This is an optimization exercise on Yosys and OpenROAD, whose aim is small area, a short achievable clock period and few clock cycles, not a production implementation. At most, simulation tests tie the RTL to the original design; equivalence was not proved.

the reference run:
Design complex_unit, start of the top module:
module complex_unit (
    input  logic          cpu_clk_i,
    input  logic          rst_i,
    input  logic          flush_i,
    input  logic          cu_valid_i,
    input  logic [2:0]    cu_opcode_i,
    input  logic [31:0]   cu_operand1_i,
    input  logic [31:0]   cu_operand2_i,
    output logic          busy_o,
    output logic [31:0]   result_o,
    output logic          wb_valid_o
);
Size in the first run: about 3,400 cells after synthesis, roughly 110 I/O pins, ~26,000 um2 of cells after synthesis.
make LEC_CHECK=0 CAP_MARGIN=20 CORE_MARGIN=2 CORE_UTILIZATION=40 SETUP_SLACK_MARGIN=4 SLEW_MARGIN=20 finish   # period 10.0 ns
run.sh (not shown) runs the stock make flow with config.mk's settings and CLKGATE_MAP_FILE= SYNTH_SCRIPT=/design/flow/synth_recipe.tcl, a recipe that flattens the netlist after the stock synthesis.
Changes in the trial run relative to the reference run:
diff --git a/flow/design.v b/flow/design.v
--- a/flow/design.v
+++ b/flow/design.v
@@ -103,25 +103,35 @@
     end
     logic [5:0]  w_lp, w_lx, w_j;
     logic        w_x_zero, w_small;
     assign w_lp     = bitlen(r_p[31:0]);
     assign w_lx     = bitlen(r_x[31:0]);
     assign w_j      = w_lp - w_lx;
     assign w_x_zero = (r_x[31:0] == 32'd0);
     assign w_small  = (w_lp < w_lx);
-    logic [64:0] w_t1f, w_t2f;
-    logic [31:0] w_r1, w_r2;
-    logic        w_q1, w_q2;
-    assign w_t1f = bk_add({32'd0, r_p[31:0]}, {31'd0, ~r_x}, 1'b1, 33);
-    assign w_q1  = w_t1f[33];
-    assign w_r1  = w_q1 ? w_t1f[31:0] : r_p[31:0];
-    assign w_t2f = bk_add({32'd0, w_r1}, {32'd0, ~r_x[32:1]}, 1'b1, 32);
-    assign w_q2  = w_t2f[32];
-    assign w_r2  = w_q2 ? w_t2f[31:0] : w_r1;
+    logic [34:0] w_ta, w_tb, w_tc;
+    logic        w_a_ok, w_b_ok, w_c_ok, w_q1, w_q2;
+    logic [31:0] w_r2;
+    assign w_ta   = {3'b0, r_p[31:0]} - {2'b0, r_x};
+    assign w_tb   = {3'b0, r_p[31:0]} - {3'b0, r_x[32:1]};
+    assign w_tc   = {3'b0, r_p[31:0]} - {2'b0, r_x} - {3'b0, r_x[32:1]};
+    assign w_a_ok = !w_ta[34];
+    assign w_b_ok = !w_tb[34];
+    assign w_c_ok = !w_tc[34];
+    assign w_q1   = w_a_ok;
+    assign w_q2   = w_a_ok ? w_c_ok : w_b_ok;
+    always_comb begin
+        case ({w_q1, w_q2})
+            2'b11:   w_r2 = w_tc[31:0];
+            2'b10:   w_r2 = w_ta[31:0];
+            2'b01:   w_r2 = w_tb[31:0];
+            default: w_r2 = r_p[31:0];
+        endcase
+    end
     always_ff @(posedge cpu_clk_i) begin
         if (rst_i || flush_i) begin
             r_state <= S_IDLE;
         end else if (w_accept) begin
             r_state <= !w_is_div ? S_MUL : (w_q0 ? S_DONE : S_NORM);
         end else begin
             case (r_state)
                 S_MUL:  if (w_mul_last) r_state <= S_DONE;
Results
- Number of clock sinks came out exactly the same in the trial run and the reference run.
- Changes observed in the trial run relative to the reference run: storage element area essentially unchanged, endpoint required time on the critical path increased 0.17 ns, post-CTS setup buffer count increased about 10%.
- in -> reg as the kind of critical path was reported by the trial run, and reg -> reg by the reference run.
- Re peak clock frequency supported by timing: the trial run is 1.6% up on the reference run.
- The trial run vs the reference run: worst-case headroom to the max-slew limit down in the trial run
- Delta(overall routed net length, the trial run - the reference run) > 0
Testbench counts of the trial run, summed over its fixed seeds: cycles 12,772.
Function not checked in the reference run: the RTL went through the layout flow alone.

--- another note on this design; it stands on its own ---

// complex_unit
module complex_unit (
    input  logic          cpu_clk_i,
    input  logic          rst_i,
    input  logic          flush_i,
    input  logic          cu_valid_i,
    input  logic [2:0]    cu_opcode_i,
    input  logic [31:0]   cu_operand1_i,
    input  logic [31:0]   cu_operand2_i,
    output logic          busy_o,
    output logic [31:0]   result_o,
    output logic          wb_valid_o
);
Size in the first run: roughly 3000 cells after synthesis, roughly 110 flip-flops, ~110 I/O pins, roughly 0.025 mm2 of cells after synthesis.
==> flow/config.mk <==
export PLATFORM = sky130hd
export DESIGN_NAME = complex_unit
export DESIGN_NICKNAME = complex_unit
export VERILOG_FILES = /design/flow/design.v
export SDC_FILE = /design/flow/constraint.sdc
export NUM_CORES = 4
export LEC_CHECK = 0
export CAP_MARGIN = 20
export CORE_MARGIN = 2
export CORE_UTILIZATION = 40
export SETUP_SLACK_MARGIN = 4.5
export SLEW_MARGIN = 20
==> flow/constraint.sdc <==
create_clock -name core_clock -period 10.0 [get_ports {cpu_clk_i}]
set_input_delay 2.0000 -clock core_clock [delete_from_list [all_inputs] [get_ports {cpu_clk_i}]]
set_output_delay 2.0000 -clock core_clock [all_outputs]
set_load 0.01 [all_outputs]
run.sh (not shown) runs the stock make flow with config.mk's settings and CLKGATE_MAP_FILE= SYNTH_SCRIPT=/design/flow/synth_recipe.tcl, a recipe that flattens the netlist after the stock synthesis.
The starting point finished with timing, DRC and antenna clean.
Testbench counts at the start, summed over its fixed seeds: cycles 12,772.
Change:
SETUP_SLACK_MARGIN = 3.25   (was 4.5)
What happened: The new run completed without violations. Setup slack loses 0.22 ns. Clock-buffer cell count does not change. Via count is lower by about 2.4%. Hold slack stays flat. Routed wire length fell by about 0.4%. Non-clock buffer count went down by 96. Global-route usage rises by 0.44 points. Utilization shrinks by 3.3 points. Final cell count fell by 2.4%.
Change:
TNS_END_PERCENT = 30   (was default)
=>
- The new run went through all stages and came out clean
- worst setup slack degrades by 0.11 ns
- hold slack is about the same
- synthesized area is unchanged
- utilization fell by 0.16 points
- wire length hardly moves
- fmax is lower by 1.6%
- flip-flop and latch count stays the same
- non-clock buffer count is lower by 4
- final area fell by 0.36%
- critical path depth goes down by 1
- clock-buffer cell count stays the same

---

== job 1335 ==
complex_unit again, from the RTL that the note above started with.
Settings: LEC_CHECK=0, CAP_MARGIN=20, CORE_MARGIN=2, CORE_UTILIZATION=40, SETUP_SLACK_MARGIN=3.75, SLEW_MARGIN=20, TNS_END_PERCENT=30; clock period 10.0 ns.
Job 1335: done, clean on timing, DRC and antenna
Testbench counts of job 1335, summed over its fixed seeds: cycles 12,772.
Inputs modified between job 1335 and job 8810:
- removing TNS_END_PERCENT (formerly 30)
==> comparison <==
On later-pin clock latency in the skew report, job 8810 tracks job 1335 almost exactly. Comparing job 8810 with job 1335, the compound-gate portion of the synthesized area came out essentially unchanged. Job 8810 vs. job 1335: proportion of layout cells with a drive suffix above 1 went down by 0.27 points. Relative to job 1335, the post-cts gate resize count measured on job 8810 has increased by more than 10%. Job 8810 ended up with r_p[31] as its capturing element of the worst setup path; job 1335 ended up with r_p[6]. Looking at job 1335 and job 8810, the end-of-flow core utilization is a wash.
The following lists how job 3302 was set up differently from job 8810:
- changing SETUP_SLACK_MARGIN from 3.75 to 4
==> results.txt <==
Taking job 3302 over job 8810, the critical path depth ratio works out to 1.5. Diff job 8810 -> job 3302: minimum hold slack now sits lower, setup slack after layout went down. Top achievable clock speed in job 3302 is about 1.3% below job 8810. Global-route usage over all layers ended up 1.1 points lower on job 3302 than on job 8810.

==> static timing again, ports no longer ideal <==
The results above use ideal ports. As a check the final layouts listed here were re-extracted and re-timed, cells and wires unchanged.
Step 1, drivers: a clkbuf_16 drives cpu_clk_i and a buf_2 each remaining input, both assumed.
Step 2 times the ports against the registers' clock, not the clock port: input delays grow and output delays shrink by t, the midpoint of the rising clock arrivals with the driver on.
Slacks: ideal ports / drivers / drivers and shift; pairs: ideal ports / drivers.
run	shift t [ns]	setup slack, ns	worst setup path at the end	latest minus earliest clock arrival (ns)	slew at the worst register clock pin (ns)
the reference run	0.453	3.655 / 3.655 / 3.541	input to register	0.015 / 0.014	0.10 / 0.10
the trial run	0.442	3.753 / 3.777 / 3.335	input to register	0.018 / 0.018	0.09 / 0.09
the first run of note 2	0.448	3.614 / 3.614 / 3.281	input to register	0.010 / 0.010	0.10 / 0.10
the second run of note 2	0.454	3.393 / 3.366 / 3.061	input to register	0.013 / 0.012	0.09 / 0.09
the third run of note 2	0.454	3.287 / 3.287 / 3.035	input to register	0.013 / 0.013	0.09 / 0.09
job 1335	0.433	3.591 / 3.591 / 3.327	input to register	0.011 / 0.011	0.10 / 0.10
job 8810	0.435	3.584 / 3.584 / 3.285	input to register	0.014 / 0.014	0.10 / 0.10
job 3302	0.437	3.502 / 3.502 / 3.377	input to register	0.021 / 0.020	0.10 / 0.10
After both steps every run listed still meets setup and hold. The setup slack of the trial run, which loses most, moves by +0.024 ns with the drivers and by -0.418 ns with both steps.
